This is an optimization exercise on Yosys and OpenROAD, whose aim is small area and a short achievable clock period, not a production implementation. Only simulation tests tie the RTL to the original design; equivalence was not proved.

==> flow/design.v, too long to show whole: its modules and the start of the top module <==
// module gimbal_bilinear_servo_map: 4095 lines
module gimbal_bilinear_servo_map (
  input  wire                clk,
  input  wire                rst_n,
  input  wire                start,
  output logic               busy,
  input  wire  signed [15:0] in_pitch_setpoint,
  input  wire  signed [15:0] in_yaw_setpoint,
  output logic               out_valid,
  output logic signed [14:0] out_top_angle_raw,
  output logic signed [14:0] out_bottom_angle_raw,
  output logic        [6:0]  out_top_servo_cmd,
  output logic        [6:0]  out_bottom_servo_cmd,
  input  wire                cfg_valid,
  output logic               cfg_ready,
  input  wire         [0:0]  cfg_index,
  input  wire         [15:0] cfg_data
);
  // ...
==> flow/flow/run.sh <==
#!/bin/bash
# Own layout flow: the standard flow with two changes.
#  1. Between synthesis and floorplan, polar.py removes the inverters that Yosys's
#     full-adder extraction leaves between adders, by choosing each full adder's
#     polarity (fa(~a,~b,~c) = ~fa(a,b,c)). Registers, ports and all other cells stay
#     as synthesis made them.
#  2. The port buffers that global placement inserts are buf_2 cells instead of the
#     default delay buffer.
set -euo pipefail
WORK=$(pwd)
R="$WORK/orfs/results/${FLOW_PLATFORM:-sky130hd}/gimbal_bilinear_servo_map/base"
bash standard.sh synth > "$WORK/synth.log" 2>&1
cp "$R/1_2_yosys.v" "$WORK/synth_netlist.v"
python3 "$WORK/flow/polar.py" "$WORK/synth_netlist.v" "$WORK/polar_netlist.v" > "$WORK/polar.log" 2>&1
cp "$WORK/polar_netlist.v" "$R/1_2_yosys.v"
rm -f "$R/1_synth.odb" "$R/1_synth.sdc"
export BUFFER_PORTS_ARGS="-buffer_cell sky130_fd_sc_hd__buf_2"
bash standard.sh > "$WORK/layout.log" 2>&1
==> flow/flow/polar.py <==
#!/usr/bin/env python3
"""Inverter clean-up for a flat sky130hd gate netlist written by Yosys.

The full adders that Yosys extracts often come with an inverter in front of an input or
behind an output.  A full adder with every input complemented gives complemented outputs
(fa(~a, ~b, ~c) = (~s, ~co)), so each full adder may be used in either polarity.  This script
removes all plain inverters, picks a polarity for every full adder that needs the fewest
inverters, swaps a few two-input gates for their complement (nand2/and2, nor2/or2,
xor2/xnor2) where that saves an inverter, and puts back one shared inverter per signal that
still needs its complement.  Registers, ports and every other cell are left as they are.

usage: polar.py IN.v OUT.v
"""
import re
import sys
from collections import defaultdict

LIB = 'sky130_fd_sc_hd__'
OUT_PINS = {'X', 'Y', 'Q', 'Q_N', 'SUM', 'COUT', 'HI', 'LO'}
SWAP = {'nand2_1': ('and2_1', 'X'), 'and2_1': ('nand2_1', 'Y'),
        'nor2_1': ('or2_1', 'X'), 'or2_1': ('nor2_1', 'Y'),
        'xor2_1': ('xnor2_1', 'Y'), 'xnor2_1': ('xor2_1', 'X')}
AREA = {'inv_1': 3.7536, 'nand2_1': 3.7536, 'and2_1': 6.256, 'nor2_1': 3.7536, 'or2_1': 6.256,
        'xor2_1': 8.7584, 'xnor2_1': 8.7584}
INV_COST = AREA['inv_1']


def parse(text):
    m = re.search(r'\bmodule\s+(\w+)\s*\((.*?)\);(.*)\bendmodule', text, re.S)
    name, body = m.group(1), m.group(3)
    header = text[:m.start(3)]
    cells = []
    decls = []
    assigns = []
    pos = 0
    stmt_re = re.compile(r'\s*(.*?);', re.S)
    while True:
        mm = stmt_re.match(body, pos)
        if not mm:
            break
        st = mm.group(1).strip()
        pos = mm.end()
        if not st:
            continue
        if st.startswith(LIB):
            cm = re.match(r'(\S+)\s+(\S+)\s*\((.*)\)\s*$', st, re.S)
            typ, inst, pins = cm.group(1), cm.group(2), cm.group(3)
            conns = {}
            for pm in re.finditer(r'\.(\w+)\s*\(\s*(.*?)\s*\)\s*(?:,|$)', pins, re.S):
                conns[pm.group(1)] = pm.group(2).strip()
            cells.append([typ, inst, conns])
        elif st.startswith('assign'):
            assigns.append(st)
        else:
            decls.append(st)
    return name, header, decls, assigns, cells


def norm(n):
    return n.strip()


def main():
    src, dst = sys.argv[1], sys.argv[2]
    text = open(src).read()
    name, header, decls, assigns, cells = parse(text)
    ports = set()
    for d in decls:
        if d.startswith('input') or d.startswith('output'):
            for p in re.split(r'[,\s]+', re.sub(r'^(input|output)\s*(\[[^\]]*\])?', '', d)):
                if p:
                    ports.add(p)
    frozen = set()
    for a in assigns:
        for tok in re.findall(r"(\\\S+|[A-Za-z_][\w$]*(?:\s*\[\d+\])?)", a[len('assign'):]):
            frozen.add(tok.strip())
    # drivers and loads
    driver = {}
    loads = defaultdict(list)
    for ci, (typ, inst, conns) in enumerate(cells):
        for p, n in conns.items():
            n = norm(n)
            if p in OUT_PINS:
                driver[n] = (ci, p)
            else:
                loads[n].append((ci, p))

    def base_name(n):
        return re.sub(r'\s*\[\d+\]$', '', n)

    def is_port(n):
        return base_name(n) in ports or n in ports

    def short(t):
        return t[len(LIB):] if t.startswith(LIB) else t

    # inverters that can be removed: plain inv cells whose input and output are internal
    # nets (no port, no assign)
    removable = set()
    for ci, (typ, inst, conns) in enumerate(cells):
        if short(typ).startswith('inv_') and 'A' in conns and 'Y' in conns:
            a, y = norm(conns['A']), norm(conns['Y'])
            if is_port(a) or is_port(y) or a in frozen or y in frozen:
                continue
            removable.add(ci)
    # signal classes: follow removable inverter chains back to a root net
    root = {}

    def find_root(n):
        pol = 0
        seen = 0
        while n in driver and driver[n][0] in removable:
            ci = driver[n][0]
            n = norm(cells[ci][2]['A'])
            pol ^= 1
            seen += 1
            if seen > 1000:
                raise RuntimeError('inverter loop')
        return n, pol

    # each consumer pin (not a removable inverter) needs (root, polarity)
    need = []  # (ci, pin, root, pol)
    for n, ls in loads.items():
        r, pol = find_root(n)
        for ci, p in ls:
            if ci in removable:
                continue
            need.append((ci, p, r, pol))
    # roots that are ports or frozen: no inverter removal possible there unless the port is
    # the root (an input port is a fine root, we just drive its complement with a new inverter)
    fa_cells = [ci for ci, c in enumerate(cells) if short(c[0]).startswith('fa_') and ci not in removable]
    fa_set = set(fa_cells)
    # output net of cells that are roots
    # flip[ci] for full adders; swapped[ci] for swappable gates
    flip = {ci: 0 for ci in fa_cells}
    swapped = {}
    # per root: produced polarity = flip of its driver if it is an FA output (else 0)
    root_driver = {}
    for ci, (typ, inst, conns) in enumerate(cells):
        if ci in removable:
            continue
        for p, n in conns.items():
            if p in OUT_PINS:
                root_driver[norm(n)] = (ci, p)
    # consumer requirements per root, with FA consumers flipping their need
    cons = defaultdict(list)   # root -> list of (ci, pin, pol)
    for ci, p, r, pol in need:
        cons[r].append((ci, p, pol))
    outputs_of = defaultdict(list)  # fa ci -> roots it drives
    inputs_of = defaultdict(list)   # fa ci -> roots it reads
    for r, lst in cons.items():
        for ci, p, pol in lst:
            if ci in fa_set:
                inputs_of[ci].append(r)
    for r, (ci, p) in root_driver.items():
        if ci in fa_set:
            outputs_of[ci].append(r)
    swappable_root = {}
    for r, (ci, p) in root_driver.items():
        s = short(cells[ci][0])
        if s in SWAP and r not in frozen and not is_port(r):
            swappable_root[r] = ci

    def root_cost(r):
        drv = root_driver.get(r)
        prod = flip[drv[0]] if drv and drv[0] in fa_set else 0
        wants = set()
        for ci, p, pol in cons[r]:
            w = pol ^ (flip[ci] if ci in fa_set else 0)
            wants.add(w ^ prod)   # 1: consumer needs the complement of what is produced
        if 1 not in wants:
            return 0.0
        if 0 not in wants and r in swappable_root:
            s = short(cells[swappable_root[r]][0])
            return AREA[SWAP[s][0]] - AREA[s]
        return INV_COST

    def local(ci):
        rs = set(inputs_of[ci]) | set(outputs_of[ci])
        return sum(root_cost(r) for r in rs)

    total0 = sum(root_cost(r) for r in cons)
    improved = True
    it = 0
    while improved and it < 50:
        improved = False
        it += 1
        for ci in fa_cells:
            before = local(ci)
            flip[ci] ^= 1
            after = local(ci)
            if after < before - 1e-9:
                improved = True
            else:
                flip[ci] ^= 1
    total1 = sum(root_cost(r) for r in cons)
    # rebuild
    new_cells = []
    extra_decl = []
    ninv = 0
    comp_net = {}

    def complement_net(r):
        nonlocal ninv
        if r not in comp_net:
            nn = f'_pol{ninv}_'
            ninv += 1
            extra_decl.append(f'wire {nn}')
            comp_net[r] = nn
            new_cells.append([LIB + 'inv_1', f'_polinv{ninv}_', {'A': r, 'Y': nn}])
        return comp_net[r]

    conn_override = {}  # (ci, pin) -> net
    cell_type = {}
    for r in cons:
        drv = root_driver.get(r)
        prod = flip[drv[0]] if drv and drv[0] in fa_set else 0
        wants = {}
        for ci, p, pol in cons[r]:
            w = pol ^ (flip[ci] if ci in fa_set else 0) ^ prod
            wants[(ci, p)] = w
        need_comp = any(wants.values())
        all_comp = all(wants.values())
        if need_comp and all_comp and r in swappable_root:
            sci = swappable_root[r]
            s = short(cells[sci][0])
            cell_type[sci] = SWAP[s]
            for k in wants:
                conn_override[k] = r
            continue
        for k, w in wants.items():
            conn_override[k] = complement_net(r) if w else r
    for ci, (typ, inst, conns) in enumerate(cells):
        if ci in removable:
            continue
        c2 = dict(conns)
        for p in list(c2):
            if (ci, p) in conn_override:
                c2[p] = conn_override[(ci, p)]
        if ci in cell_type:
            nt, outp = cell_type[ci]
            oldout = [p for p in c2 if p in OUT_PINS][0]
            net = c2.pop(oldout)
            c2[outp] = net
            typ = LIB + nt
        new_cells.append([typ, inst, c2])
    # output
    out = [header.rstrip() + '\n']
    for d in decls:
        out.append(f'  {d} ;\n')
    for d in extra_decl:
        out.append(f'  {d} ;\n')
    for typ, inst, conns in new_cells:
        pins = ',\n'.join(f'    .{p}({n} )' for p, n in conns.items())
        out.append(f'  {typ} {inst} (\n{pins}\n  );\n')
    for a in assigns:
        out.append(f'  {a} ;\n')
    out.append('endmodule\n')
    open(dst, 'w').write(''.join(out))
    area_inv_before = sum(1 for ci in removable) * INV_COST
    print(f'removable inverters {len(removable)} ({area_inv_before:.0f} um2); cost before flips '
          f'{total0:.0f}, after {total1:.0f}; new inverters {ninv}; swaps {len(cell_type)}; '
          f'full adders flipped {sum(flip.values())}/{len(fa_cells)}')


if __name__ == '__main__':
    main()
==> flow/standard.sh <==
#!/bin/bash
# synth_recipe.tcl (not shown) runs the flow's synth.tcl, then flattens the netlist and writes it again
# the make line also repeats each setting of config.mk as NAME=value (left out here)
make -C /OpenROAD-flow-scripts/flow DESIGN_CONFIG=/design/flow/config.mk WORK_HOME=/design/flow/orfs CLKGATE_MAP_FILE= SYNTH_SCRIPT=/design/flow/synth_recipe.tcl "${@:-finish}"
==> flow/config.mk <==
export PLATFORM = sky130hd
export DESIGN_NAME = gimbal_bilinear_servo_map
export DESIGN_NICKNAME = gimbal_bilinear_servo_map
export VERILOG_FILES = /design/flow/design.v
export SDC_FILE = /design/flow/constraint.sdc
export NUM_CORES = 4
export LEC_CHECK = 0
export ABC_AREA = 1
export CAP_MARGIN = 40
export CORE_MARGIN = 2
export CORE_UTILIZATION = 60
export CTS_BUF_LIST = sky130_fd_sc_hd__clkbuf_16
export CTS_CLUSTER_DIAMETER = 100
export CTS_CLUSTER_SIZE = 30
export PLACE_DENSITY = 0.72
export SLEW_MARGIN = 20
==> flow/constraint.sdc <==
create_clock -name core_clock -period 11.0 [get_ports {clk}]
set_input_delay 2.2000 -clock core_clock [delete_from_list [all_inputs] [get_ports {clk}]]
set_output_delay 2.2000 -clock core_clock [all_outputs]
set_load 0.01 [all_outputs]
==> key figures, run 1 <==
Placed design
  – DP Worst Slack: 7.04 ns
  – GP Congestion: 1.01

Routing
  – DRC viols: 0
  – Number of DRC markers in iteration 0: 2019
  – Met3 Routed Length: 5.07 mm
  – Routed Antenna Nets: 0
  – WL/cell: 18.4 microns
  – M1 WL: 39.3 mm
  – DR vias/cell: 5.59

Cells and area
  – Filler cells: 5297
  – Share of cells above drive strength 1: 4.33%
  – Multi-input gate area: 25100 sq um
  – Commonest non-fill, non-tap cell in the layout: nand2_1
  – Finished Cell Area: 39000 sq um
  – Register area: 9310 sq um

Clock network
  – Clock slew at reported path FFs: 0.11 ns
  – H-Tree Depth: 1
  – Clock latency (worst-skew pair): 0.61 ns
  – Post CTS Setup Buffer Count: 0
  – # resized after CTS: 0

Floorplanning
  – Initial Util: 60.4%
  – Die Height: 253 microns
  – Std cell rows: 91

STA
  – Hold Fails Final Rpt: 0
  – Final setup vio count: 0
  – Final worst path period need: 3.86 ns
  – Slew at the pin closest to its max-slew limit: 0.866 ns
  – Fin worst setup slack: 7.14 ns

Hold path
  – Worst Hold Path Cells: 0

Worst setup path
  – Flop2flop setup slack: 7.14 ns
  – RR Endpoint: f_p[6]
  – CP Launch Type: flop
  – Setup crit start: hm_p[0]
  – Buf+Inv Stages, Crit Path: 3
  – Crit-path max FO: 4
  – Critical-path cell list: ha_1 > fa_1 > and2_1 > nor2_1 > inv_1 > a21oi_1 > o21ai_0 > a21oi_1 > a21oi_1 > ha_1 > ha_1 > fa_1 > inv_1 > nand3b_1 > and2_1 > nor2_1 > nor2_1 > o21bai_1 > xor2_1 > inv_1
  – CP top delay family: adder cells

Synthesis
  – Syn nets: 5175

Status
  – Status: complete, no violations
==> inputs of run 2 (changes only) <==
--- a/flow/design.v
+++ b/flow/design.v
@@ -352,54 +352,174 @@
       6'd59: mod_hi = 3'd0;
       6'd60: mod_hi = 3'd1;
       6'd61: mod_hi = 3'd2;
       6'd62: mod_hi = 3'd3;
       6'd63: mod_hi = 3'd4;
       default: mod_hi = 'x;
     endcase
   endfunction
-  function automatic logic [2:0] div5t(input logic [5:0] a);
+  function automatic logic [7:0] fhs(input logic [7:0] a);
     case (a)
-      6'd0: div5t = 3'd0;
-      6'd1: div5t = 3'd0;
-      6'd2: div5t = 3'd0;
-      6'd3: div5t = 3'd0;
-      6'd4: div5t = 3'd0;
-      6'd5: div5t = 3'd1;
-      6'd6: div5t = 3'd1;
-      6'd7: div5t = 3'd1;
-      6'd8: div5t = 3'd1;
-      6'd9: div5t = 3'd1;
-      6'd10: div5t = 3'd2;
-      6'd11: div5t = 3'd2;
-      6'd12: div5t = 3'd2;
-      6'd13: div5t = 3'd2;
-      6'd14: div5t = 3'd2;
-      6'd15: div5t = 3'd3;
-      6'd16: div5t = 3'd3;
-      6'd17: div5t = 3'd3;
-      6'd18: div5t = 3'd3;
-      6'd19: div5t = 3'd3;
-      6'd20: div5t = 3'd4;
-      6'd21: div5t = 3'd4;
-      6'd22: div5t = 3'd4;
-      6'd23: div5t = 3'd4;
-      6'd24: div5t = 3'd4;
-      6'd25: div5t = 3'd5;
-      6'd26: div5t = 3'd5;
-      6'd27: div5t = 3'd5;
-      6'd28: div5t = 3'd5;
-      6'd29: div5t = 3'd5;
-      6'd30: div5t = 3'd6;
-      6'd31: div5t = 3'd6;
-      6'd32: div5t = 3'd6;
-      6'd33: div5t = 3'd6;
-      6'd34: div5t = 3'd6;
-      default: div5t = 'x;
+      8'd0: fhs = 8'd0;
+      8'd1: fhs = 8'd51;
+      8'd2: fhs = 8'd102;
+      8'd3: fhs = 8'd153;
+      8'd4: fhs = 8'd204;
+      8'd8: fhs = 8'd0;
+      8'd9: fhs = 8'd51;
+      8'd10: fhs = 8'd102;
+      8'd11: fhs = 8'd153;
+      8'd12: fhs = 8'd205;
+      8'd16: fhs = 8'd0;
+      8'd17: fhs = 8'd51;
+      8'd18: fhs = 8'd102;
+      8'd19: fhs = 8'd154;
+      8'd20: fhs = 8'd205;
+      8'd24: fhs = 8'd0;
+      8'd25: fhs = 8'd51;
+      8'd26: fhs = 8'd103;
+      8'd27: fhs = 8'd154;
+      8'd28: fhs = 8'd205;
+      8'd32: fhs = 8'd0;
+      8'd33: fhs = 8'd52;
+      8'd34: fhs = 8'd103;
+      8'd35: fhs = 8'd154;
+      8'd36: fhs = 8'd205;
+      8'd40: fhs = 8'd1;
+      8'd41: fhs = 8'd52;
+      8'd42: fhs = 8'd103;
+      8'd43: fhs = 8'd154;
+      8'd44: fhs = 8'd205;
+      8'd48: fhs = 8'd1;
+      8'd49: fhs = 8'd52;
+      8'd50: fhs = 8'd103;
+      8'd51: fhs = 8'd154;
+      8'd52: fhs = 8'd206;
+      8'd56: fhs = 8'd1;
+      8'd57: fhs = 8'd52;
+      8'd58: fhs = 8'd103;
+      8'd59: fhs = 8'd155;
+      8'd60: fhs = 8'd206;
+      8'd64: fhs = 8'd1;
+      8'd65: fhs = 8'd52;
+      8'd66: fhs = 8'd104;
+      8'd67: fhs = 8'd155;
+      8'd68: fhs = 8'd206;
+      8'd72: fhs = 8'd1;
+      8'd73: fhs = 8'd53;
+      8'd74: fhs = 8'd104;
+      8'd75: fhs = 8'd155;
+      8'd76: fhs = 8'd206;
+      8'd80: fhs = 8'd2;
+      8'd81: fhs = 8'd53;
+      8'd82: fhs = 8'd104;
+      8'd83: fhs = 8'd155;
+      8'd84: fhs = 8'd206;
+      8'd88: fhs = 8'd2;
+      8'd89: fhs = 8'd53;
+      8'd90: fhs = 8'd104;
+      8'd91: fhs = 8'd155;
+      8'd92: fhs = 8'd207;
+      8'd96: fhs = 8'd2;
+      8'd97: fhs = 8'd53;
+      8'd98: fhs = 8'd104;
+      8'd99: fhs = 8'd156;
+      8'd100: fhs = 8'd207;
+      8'd104: fhs = 8'd2;
+      8'd105: fhs = 8'd53;
+      8'd106: fhs = 8'd105;
+      8'd107: fhs = 8'd156;
+      8'd108: fhs = 8'd207;
+      8'd112: fhs = 8'd2;
+      8'd113: fhs = 8'd54;
+      8'd114: fhs = 8'd105;
+      8'd115: fhs = 8'd156;
+      8'd116: fhs = 8'd207;
+      8'd120: fhs = 8'd3;
+      8'd121: fhs = 8'd54;
+      8'd122: fhs = 8'd105;
+      8'd123: fhs = 8'd156;
+      8'd124: fhs = 8'd207;
+      8'd128: fhs = 8'd3;
+      8'd129: fhs = 8'd54;
+      8'd130: fhs = 8'd105;
+      8'd131: fhs = 8'd156;
+      8'd132: fhs = 8'd208;
+      8'd136: fhs = 8'd3;
+      8'd137: fhs = 8'd54;
+      8'd138: fhs = 8'd105;
+      8'd139: fhs = 8'd157;
+      8'd140: fhs = 8'd208;
+      8'd144: fhs = 8'd3;
+      8'd145: fhs = 8'd54;
+      8'd146: fhs = 8'd106;
+      8'd147: fhs = 8'd157;
+      8'd148: fhs = 8'd208;
+      8'd152: fhs = 8'd3;
+      8'd153: fhs = 8'd55;
+      8'd154: fhs = 8'd106;
+      8'd155: fhs = 8'd157;
+      8'd156: fhs = 8'd208;
+      8'd160: fhs = 8'd4;
+      8'd161: fhs = 8'd55;
+      8'd162: fhs = 8'd106;
+      8'd163: fhs = 8'd157;
+      8'd164: fhs = 8'd208;
+      8'd168: fhs = 8'd4;
+      8'd169: fhs = 8'd55;
+      8'd170: fhs = 8'd106;
+      8'd171: fhs = 8'd157;
+      8'd172: fhs = 8'd209;
+      8'd176: fhs = 8'd4;
+      8'd177: fhs = 8'd55;
+      8'd178: fhs = 8'd106;
+      8'd179: fhs = 8'd158;
+      8'd180: fhs = 8'd209;
+      8'd184: fhs = 8'd4;
+      8'd185: fhs = 8'd55;
+      8'd186: fhs = 8'd107;
+      8'd187: fhs = 8'd158;
+      8'd188: fhs = 8'd209;
+      8'd192: fhs = 8'd4;
+      8'd193: fhs = 8'd56;
+      8'd194: fhs = 8'd107;
+      8'd195: fhs = 8'd158;
+      8'd196: fhs = 8'd209;
+      8'd200: fhs = 8'd5;
+      8'd201: fhs = 8'd56;
+      8'd202: fhs = 8'd107;
+      8'd203: fhs = 8'd158;
+      8'd204: fhs = 8'd209;
+      8'd208: fhs = 8'd5;
+      8'd209: fhs = 8'd56;
+      8'd210: fhs = 8'd107;
+      8'd211: fhs = 8'd158;
+      8'd212: fhs = 8'd210;
+      8'd216: fhs = 8'd5;
+      8'd217: fhs = 8'd56;
+      8'd218: fhs = 8'd107;
+      8'd219: fhs = 8'd159;
+      8'd220: fhs = 8'd210;
+      8'd224: fhs = 8'd5;
+      8'd225: fhs = 8'd56;
+      8'd226: fhs = 8'd108;
+      8'd227: fhs = 8'd159;
+      8'd228: fhs = 8'd210;
+      8'd232: fhs = 8'd5;
+      8'd233: fhs = 8'd57;
+      8'd234: fhs = 8'd108;
+      8'd235: fhs = 8'd159;
+      8'd236: fhs = 8'd210;
+      8'd240: fhs = 8'd6;
+      8'd241: fhs = 8'd57;
+      8'd242: fhs = 8'd108;
+      8'd243: fhs = 8'd159;
+      8'd244: fhs = 8'd210;
+      default: fhs = 'x;
     endcase
   endfunction
   function automatic logic [7:0] fold_hi(input logic [5:0] a);
     case (a)
       6'd0: fold_hi = 8'd75;
       6'd1: fold_hi = 8'd75;
       6'd2: fold_hi = 8'd75;
       6'd3: fold_hi = 8'd75;
@@ -438,26 +558,16 @@
       6'd59: fold_hi = 8'd52;
       6'd60: fold_hi = 8'd52;
       6'd61: fold_hi = 8'd52;
       6'd62: fold_hi = 8'd52;
       6'd63: fold_hi = 8'd52;
       default: fold_hi = 'x;
     endcase
   endfunction
-  function automatic logic [7:0] x51(input logic [2:0] a);
-    case (a)
-      3'd0: x51 = 8'd0;
-      3'd1: x51 = 8'd51;
-      3'd2: x51 = 8'd102;
-      3'd3: x51 = 8'd153;
-      3'd4: x51 = 8'd204;
-      default: x51 = 'x;
-    endcase
-  endfunction
   function automatic logic [6:0] to_cmd(input logic signed [17:0] s);
     if (s < 18'sd15360)       to_cmd = 7'd60;
     else if (s >= 18'sd30976) to_cmd = 7'd120;
     else                      to_cmd = s[14:8];
   endfunction
   logic busy_r;
   always_ff @(posedge clk) busy_r <= ~rst_n;
   assign busy      = busy_r;
@@ -485,48 +595,20 @@
   logic [3:0] i_p;
   always_ff @(posedge clk) i_p <= lo_p ? 4'd0 : hi_p ? 4'd8 : idx_hi(in_pitch_setpoint[13:8]);
   logic [2:0] hm_p;
   always_ff @(posedge clk) hm_p <= cl_p ? 3'd0 : mod_hi(in_pitch_setpoint[13:8]);
   logic [5:0] la3_p;
   always_ff @(posedge clk) la3_p <= cl_p ? 6'd0 : 6'(in_pitch_setpoint[7:4]) + 6'({in_pitch_setpoint[7:4], 1'b0});
   logic [4:0] ls_p;
   always_ff @(posedge clk) ls_p <= cl_p ? 5'd0 : 5'(in_pitch_setpoint[7:4]) + 5'(in_pitch_setpoint[3:0]);
-  logic [5:0] t_p;
-  logic [7:0] x51_p;
-  logic [2:0] ft_p;
-  logic up_s0;
-  logic up_c1;
-  logic up_s2;
-  logic up_c3;
-  logic up_s4;
-  logic up_c5;
-  logic up_s6;
-  logic up_c7;
-  logic up_s8;
-  logic up_c9;
-  logic up_s10;
-  logic up_c11;
+  logic [7:0] fh_p;
   logic [7:0] fs_p;
-  assign t_p = 6'(ls_p) + 6'(hm_p);
-  assign x51_p = x51(hm_p);
-  assign ft_p = div5t(t_p);
-  assign up_s0 = ft_p[0] ^ la3_p[0];
-  assign up_c1 = ft_p[0] & la3_p[0];
-  assign up_s2 = ft_p[1] ^ la3_p[1] ^ x51_p[1];
-  assign up_c3 = (ft_p[1] & la3_p[1]) | (ft_p[1] & x51_p[1]) | (la3_p[1] & x51_p[1]);
-  assign up_s4 = ft_p[2] ^ la3_p[2] ^ x51_p[2];
-  assign up_c5 = (ft_p[2] & la3_p[2]) | (ft_p[2] & x51_p[2]) | (la3_p[2] & x51_p[2]);
-  assign up_s6 = la3_p[3] ^ x51_p[3];
-  assign up_c7 = la3_p[3] & x51_p[3];
-  assign up_s8 = la3_p[4] ^ x51_p[4];
-  assign up_c9 = la3_p[4] & x51_p[4];
-  assign up_s10 = la3_p[5] ^ x51_p[5];
-  assign up_c11 = la3_p[5] & x51_p[5];
-  assign fs_p = {x51_p[7], up_c11, up_c9, up_c7, up_c5, up_c3, up_c1, up_s0} + {1'b0, x51_p[6], up_s10, up_s8, up_s6, up_s4, up_s2, x51_p[0]};
+  assign fh_p = fhs({ls_p, hm_p});
+  assign fs_p = fh_p + 8'(la3_p);
   logic [7:0] f_p;
   always_ff @(posedge clk) f_p <= fs_p;
   logic [7:0] f_pn;
   always_ff @(posedge clk) f_pn <= ~fs_p;
   logic [3:0] ic_p;
   assign ic_p = i_p;
   logic lo_y, hi_y, cl_y;
   assign lo_y = in_yaw_setpoint < -16'sd5120;
@@ -540,48 +622,20 @@
   always_ff @(posedge clk) fy <= lo_y ? 8'd1 : hi_y ? 8'h81 : fold_hi(in_yaw_setpoint[13:8]);
   logic fy_m1, fy_m2;
   logic [2:0] fy_r1, fy_r2;
   assign {fy_m1, fy_r1, fy_m2, fy_r2} = fy;
   logic [5:0] la3_y;
   always_ff @(posedge clk) la3_y <= cl_y ? 6'd0 : 6'(in_yaw_setpoint[7:4]) + 6'({in_yaw_setpoint[7:4], 1'b0});
   logic [4:0] ls_y;
   always_ff @(posedge clk) ls_y <= cl_y ? 5'd0 : 5'(in_yaw_setpoint[7:4]) + 5'(in_yaw_setpoint[3:0]);
-  logic [5:0] t_y;
-  logic [7:0] x51_y;
-  logic [2:0] ft_y;
-  logic uy_s0;
-  logic uy_c1;
-  logic uy_s2;
-  logic uy_c3;
-  logic uy_s4;
-  logic uy_c5;
-  logic uy_s6;
-  logic uy_c7;
-  logic uy_s8;
-  logic uy_c9;
-  logic uy_s10;
-  logic uy_c11;
+  logic [7:0] fh_y;
   logic [7:0] fs_y;
-  assign t_y = 6'(ls_y) + 6'(hm_y);
-  assign x51_y = x51(hm_y);
-  assign ft_y = div5t(t_y);
-  assign uy_s0 = ft_y[0] ^ la3_y[0];
-  assign uy_c1 = ft_y[0] & la3_y[0];
-  assign uy_s2 = ft_y[1] ^ la3_y[1] ^ x51_y[1];
-  assign uy_c3 = (ft_y[1] & la3_y[1]) | (ft_y[1] & x51_y[1]) | (la3_y[1] & x51_y[1]);
-  assign uy_s4 = ft_y[2] ^ la3_y[2] ^ x51_y[2];
-  assign uy_c5 = (ft_y[2] & la3_y[2]) | (ft_y[2] & x51_y[2]) | (la3_y[2] & x51_y[2]);
-  assign uy_s6 = la3_y[3] ^ x51_y[3];
-  assign uy_c7 = la3_y[3] & x51_y[3];
-  assign uy_s8 = la3_y[4] ^ x51_y[4];
-  assign uy_c9 = la3_y[4] & x51_y[4];
-  assign uy_s10 = la3_y[5] ^ x51_y[5];
-  assign uy_c11 = la3_y[5] & x51_y[5];
-  assign fs_y = {x51_y[7], uy_c11, uy_c9, uy_c7, uy_c5, uy_c3, uy_c1, uy_s0} + {1'b0, x51_y[6], uy_s10, uy_s8, uy_s6, uy_s4, uy_s2, x51_y[0]};
+  assign fh_y = fhs({ls_y, hm_y});
+  assign fs_y = fh_y + 8'(la3_y);
   logic [7:0] f_y;
   always_ff @(posedge clk) f_y <= fs_y;
   logic [3:0] ic_y;
   assign ic_y = i_y;
   logic [7:0] yf3;
   always_ff @(posedge clk) yf3 <= f_y;
   logic [7:0] yf4;
   always_ff @(posedge clk) yf4 <= yf3;
--- a/flow/config.mk
+++ b/flow/config.mk
@@ -6,11 +6,11 @@
 export NUM_CORES = 4
 export LEC_CHECK = 0
 export ABC_AREA = 1
 export CAP_MARGIN = 40
 export CORE_MARGIN = 2
 export CORE_UTILIZATION = 60
 export CTS_BUF_LIST = sky130_fd_sc_hd__clkbuf_16
 export CTS_CLUSTER_DIAMETER = 100
-export CTS_CLUSTER_SIZE = 30
+export CTS_CLUSTER_SIZE = 25
 export PLACE_DENSITY = 0.72
 export SLEW_MARGIN = 20
==> run 2 against run 1 <==
Register-to-register slack gained 0.26 ns. Flip-flop and latch count is the same. Sequential share of layout area shrank 0.45 points. Synthesized cell count grew 3.7%. Clock skew grew 0.0033 ns. Fmax grew 7.3%. Die area grew 1.5%. Utilization grew 0.62 points. Critical path type unchanged.
==> key figures, run 2 <==
Cells and area
  – Filler cells: 5378 (+1.5%)
  – Register area: 9310 sq um (unchanged)
  – Commonest cells after routing, fill and taps aside: nand2_1, inv_1, dfxtp_1
  – Multi-input gate area: 25500 sq um (+1.7%)
  – Final Non-Filler Cells: 5317
  – Commonest non-fill, non-tap cell in the layout: nand2_1
  – Nets: 5335
  – Share of cells above drive strength 1: 4.31% (-0.017 points)
  – Synth-to-Final Area Change: 5.49%
  – Finished Cell Area: 39700 sq um (+1.9%)
  – Largest regs: pitch_ofs_r (16), yaw_ofs_r (16)

Status
  – Status: complete, no violations

Synthesis
  – Mapped cell area: 37700 sq um
  – Yosys warning total: 1
  – Avg Cell Area, Syn: 8.45 sq um
  – Synth Instances: 4458
  – Syn nets: 5323 (+2.9%)

Global route
  – Initial antenna violation count: 2
  – Largest net degree at the start of global routing: 40
  – Gr ovfl total: 0
  – Global-route wire length before repair: 158 mm
  – Tot GR Track Use: 30.6%
  – Vias in the first global route: 29812

Hold path
  – Min-delay worst type: reg2reg

Worst setup path
  – CP Class: reg2reg
  – CP Launch Type: flop
  – Crit-path max FO: 17 (+13)
  – Critical Path End Type: flop
  – Crit path DAT: 4.08 ns
  – Worst path required time: 11.48 ns

Routing
  – DR vias/cell: 5.61 (+0.38%)
  – WL final: 97.4 mm
  – Drt pass-1 iters: 6
  – Number of DRC markers in iteration 0: 2545 (+26%)
  – DRC viols: 0 (unchanged)
  – Via count: 29851
  – Routed Antenna Nets: 0 (unchanged)
  – WL/cell: 18.3 microns (-0.57%)

Placed design
  – Placed cell area: 38800 sq um
  – GP Congestion: 1.02 (+1.5%)
  – DP HPWL: 79.2 mm
  – Placed insts: 5273
  – # port buffers: 98
  – DP Worst Slack: 7.15 ns (+0.108 ns)

Clock network
  – Clock Tree Root: clkbuf_16
  – CTS sink cnt: 465
  – Num CTS Buffers: 26
  – Clock latency (worst-skew pair): 0.60 ns (about the same)
  – CTS Buffer Depth: 3
  – CTS tree: yes
  – Post CTS Setup Buffer Count: 0 (unchanged)
  – H-Tree Depth: 1 (unchanged)
  – Post-CTS Hold Fix Bufs: 0
  – # resized after CTS: 0 (unchanged)
  – Clock slew at reported path FFs: 0.09 ns (-0.02 ns)

STA
  – Setup TNS: 0 ns
  – F_max: 0.278 GHz
  – Period utilisation layout: 32.7%
  – Max transition margin: 43.6%
  – Layout Skew: 0.0252 ns
  – Final worst path period need: 3.59 ns (-0.262 ns)
  – Slew Limit Fails: 0
  – Fin worst setup slack: 7.41 ns (+0.262 ns)
  – Slew at the pin closest to its max-slew limit: 0.844 ns (-0.0224 ns)
  – Final setup vio count: 0 (unchanged)
  – Hold Fails Final Rpt: 0 (unchanged)
  – RSZ-0062 raised after global routing: false

Floorplanning
  – Core ar.: 61900 sq um
  – # IOs: 100
  – Die Wd: 255 microns
  – Initial Util: 60.8% (+0.38 points)
  – Die Height: 255 microns (+0.76%)
  – Full die area: 64800 sq um
  – Std cell rows: 91 (unchanged)

Job
  – # Max-Cap Violations: 0
==> run 2: layout make-up <==
cell class                 instances  area share [%]
antenna                            1         0.00630
clock buffer                      27            1.70
clock inverter                    10           0.460
inverter                         610            5.76
multi-input combinational       3247            64.2
sequential                       465            23.4
tap                              837            2.63
timing repair buffer             120            1.81
==> run 2: worst max-delay path, cell delays in order, from the launching register on <==
cell     delay, ns
dfxtp_1       0.76
nor2_1        0.16
fa_1          0.59
fa_1          0.44
fa_1          0.56
fa_1          0.45
ha_1          0.31
a21oi_1       0.15
nand2_1       0.07
==> run 2: worst paths after layout <==
check / startpoint / slack, ns / cells past startpoint / endpoint
max: f_pn[5] / 7.41 / 8 / p1l_b
min: a_b[13] / 0.32 / 0 / a_b_5[13]
max reg2reg: f_pn[5] / 7.41 / 8 / p1l_b
min reg2reg: a_b[13] / 0.32 / 0 / a_b_5[13]
==> run 2: through the flow <==
step	hold WS [ns]	utilization [%]
after floorplan	0.310	-
after global placement	0.311	62.6
after detailed placement	0.312	62.6
after CTS	0.320	64.0
after global routing	0.325	64.2
final	0.318	64.2
==> run 2: layer usage <==
layer | track usage (%) | wire (microns)
met3 | 2.67 | 5330
met5 | 0 | 12
met2 | 52.4 | 46400
met4 | 13.5 | 4940
met1 | 39.8 | 40700
==> inputs of run 3 (changes only) <==
--- a/flow/config.mk
+++ b/flow/config.mk
@@ -9,8 +9,8 @@
 export CAP_MARGIN = 40
 export CORE_MARGIN = 2
-export CORE_UTILIZATION = 60
+export CORE_UTILIZATION = 50
 export CTS_BUF_LIST = sky130_fd_sc_hd__clkbuf_16
 export CTS_CLUSTER_DIAMETER = 100
 export CTS_CLUSTER_SIZE = 25
-export PLACE_DENSITY = 0.72
+export PLACE_DENSITY = 0.62
 export SLEW_MARGIN = 20
==> run 3 against run 2 <==
Still clean. Global-route usage is 4.7 points lower. Final cell count is 2.5% higher. Flip-flop and latch count stayed put. Synthesized area stayed put. Utilization is 11 points lower. Hold slack better by 0.0060 ns. Clock skew is 0.0083 ns lower. First-iteration DRC count is 26% lower. Die area is 20% higher. Non-clock buffer count is 1 lower. Critical path type unchanged. Critical endpoint is now ql_b.
==> key figures, run 3 <==
STA
  – Period utilisation layout: 33.1% (+0.47 points)
  – Final worst path period need: 3.65 ns (+0.0517 ns)
  – RSZ-0062 raised after global routing: false
  – Layout Skew: 0.0169 ns (-0.00834 ns)
  – Hold Fails Final Rpt: 0 (unchanged)
  – F_max: 0.274 GHz (-1.4%)
  – Max transition margin: 41.8% (-1.7 points)
  – Final setup vio count: 0 (unchanged)
  – Setup TNS: 0 ns (unchanged)
  – Slew Limit Fails: 0 (unchanged)
  – Slew at the pin closest to its max-slew limit: 0.865 ns (+0.0211 ns)

Global route
  – Global-route wire length before repair: 160 mm (+1.8%)
  – Tot GR Track Use: 25.9% (-4.7 points)
  – Initial antenna violation count: 1 (-1)
  – Vias in the first global route: 29668 (-0.48%)
  – Gr ovfl total: 0 (unchanged)
  – Largest net degree at the start of global routing: 40 (unchanged)

Worst setup path
  – Crit-path max FO: 21 (+4)
  – Crit path DAT: 4.14 ns (+0.06 ns)
  – CP Class: reg2reg
  – Worst path required time: 11.50 ns (+0.02 ns)
  – CP Launch Type: flop
  – R2r worst-path depth: 9 (+1)
  – Critical Path End Type: flop

Floorplanning
  – Initial Util: 50.5% (-10 points)
  – Std cell rows: 100 (+9.9%)
  – Core ar.: 74600 sq um (+20%)
  – Die Wd: 279 microns (+9.4%)
  – Die Height: 279 microns (+9.4%)
  – Full die area: 77600 sq um (+20%)
  – # IOs: 100 (unchanged)

Routing
  – WL final: 99.0 mm (+1.7%)
  – Number of DRC markers in iteration 0: 1882 (-26%)
  – WL/cell: 18.2 microns (-0.82%)
  – Via count: 29148 (-2.4%)
  – Routed Antenna Nets: 0 (unchanged)
  – Drt pass-1 iters: 6 (unchanged)
  – DRC viols: 0 (unchanged)
  – DR vias/cell: 5.35 (-4.7%)

Synthesis
  – Syn nets: 5323 (unchanged)
  – Mapped cell area: 37700 sq um (unchanged)
  – Yosys warning total: 1 (unchanged)
  – Avg Cell Area, Syn: 8.45 sq um (unchanged)
  – Synth Instances: 4458 (unchanged)

Placed design
  – Placed insts: 5406 (+2.5%)
  – DP HPWL: 81.0 mm (+2.2%)
  – GP Congestion: 1.01 (-1.4%)
  – # port buffers: 98 (unchanged)
  – Placed cell area: 39000 sq um (+0.47%)

Cells and area
  – Commonest non-fill, non-tap cell in the layout: nand2_1
  – # diodes: 0 (-1)
  – Finished Cell Area: 39900 sq um (+0.28%)
  – Largest regs: pitch_ofs_r (16), yaw_ofs_r (16)
  – Finished Core Util: 53.4% (-11 points)
  – Synth-to-Final Area Change: 5.79%
  – Filler cells: 7070 (+31%)
  – Nets: 5334 (-0.019%)
  – Commonest cells after routing, fill and taps aside: nand2_1, inv_1, dfxtp_1
  – Final Non-Filler Cells: 5450 (+2.5%)
  – Multi-input gate area: 25500 sq um (unchanged)
  – Share of cells above drive strength 1: 4.35% (+0.043 points)
  – Register area: 9310 sq um (unchanged)

Clock network
  – Post-CTS Hold Fix Bufs: 0 (unchanged)
  – CTS tree: yes
  – H-Tree Depth: 1 (unchanged)
  – CTS Buffer Depth: 3 (unchanged)
  – Post CTS Setup Buffer Count: 0 (unchanged)
  – # resized after CTS: 0 (unchanged)
  – CTS sink cnt: 465 (unchanged)
  – Clock latency (worst-skew pair): 0.61 ns (about the same)
  – Clock slew at reported path FFs: 0.10 ns (about the same)
  – Num CTS Buffers: 26 (unchanged)
  – Clock Tree Root: clkbuf_16

Hold path
  – Min-delay worst type: reg2reg
  – Worst Hold Path Cells: 0 (unchanged)

Status
  – Status: complete, no violations

Job
  – # Max-Cap Violations: 0 (unchanged)
[run 3: path summary, 6_finish.rpt]
kind | slack (ns) | to | start
worst min register to register | 0.32 | a_b_5[0] | a_b[0]
worst max register to register | 7.35 | ql_b | yf4[7]
worst min-delay path | 0.32 | a_b_5[0] | a_b[0]
worst max-delay path | 7.35 | ql_b | yf4[7]
[run 3: routing by layer]
metal	vias to the layer above	wire [microns]	global-route usage, %
li1	14185	-	-
met1	13909	43500	34.1
met2	852	46900	44.3
met3	200	4620	2.47
met4	2	3870	9.55
met5	-	13	0
[run 3: cell type report]
cell class                      count  area share [%]
Timing Repair Buffer              119            1.75
Inverter                          610            5.74
Sequential cell                   465            23.4
Clock buffer                       26            1.63
Tap cell                          969            3.04
Multi-Input combinational cell   3247            64.0
Clock inverter                     14           0.449
[run 3: stage by stage]
step	setup slack [ns]	hold WS, ns
finish	7.35	0.324
floorplan	7.60	0.310
detailed placement	7.20	0.312
global placement	7.26	0.311
global route	7.11	0.336
CTS	7.31	0.327
[run 3: critical path, cell delays in order (launching register included)]
cell     delay (ns)
dfxtp_1        0.86
nand2_1        0.16
fa_1           0.53
inv_1          0.06
fa_1           0.52
fa_1           0.45
fa_1           0.47
ha_1           0.30
a21oi_1        0.13
nand2_1        0.06

[separate check: timing with driven ports]
No port has a modelled driver above. Below, the same layouts with a new extraction and two added sets of constraints.
Step 1, drivers: a clkbuf_16 drives clk and a buf_2 each remaining input, both assumed.
Step 2 moves the port delays by t, midway between the first and last clock arrival at a register: inputs arrive t later, outputs are due t later. That takes back most of the time a late clock gives input paths.
Slacks: ideal ports / drivers / drivers and shift; pairs: ideal ports / drivers.
| run | t (ns) | slack for setup (ns) | worst setup path at the end | worst slew at a driven data input, ns |
|---|---|---|---|---|
| run 1 | 0.657 | 7.144 / 7.144 / 7.042 | input to register | 0.06 |
| run 2 | 0.651 | 7.406 / 7.406 / 7.136 | input to register | 0.06 |
| run 3 | 0.671 | 7.355 / 7.355 / 7.223 | input to register | 0.06 |
After both steps setup and hold are still met in every run listed. The setup slack of run 2, which loses most, moves by 0.000 ns with the drivers and by -0.270 ns with both steps.
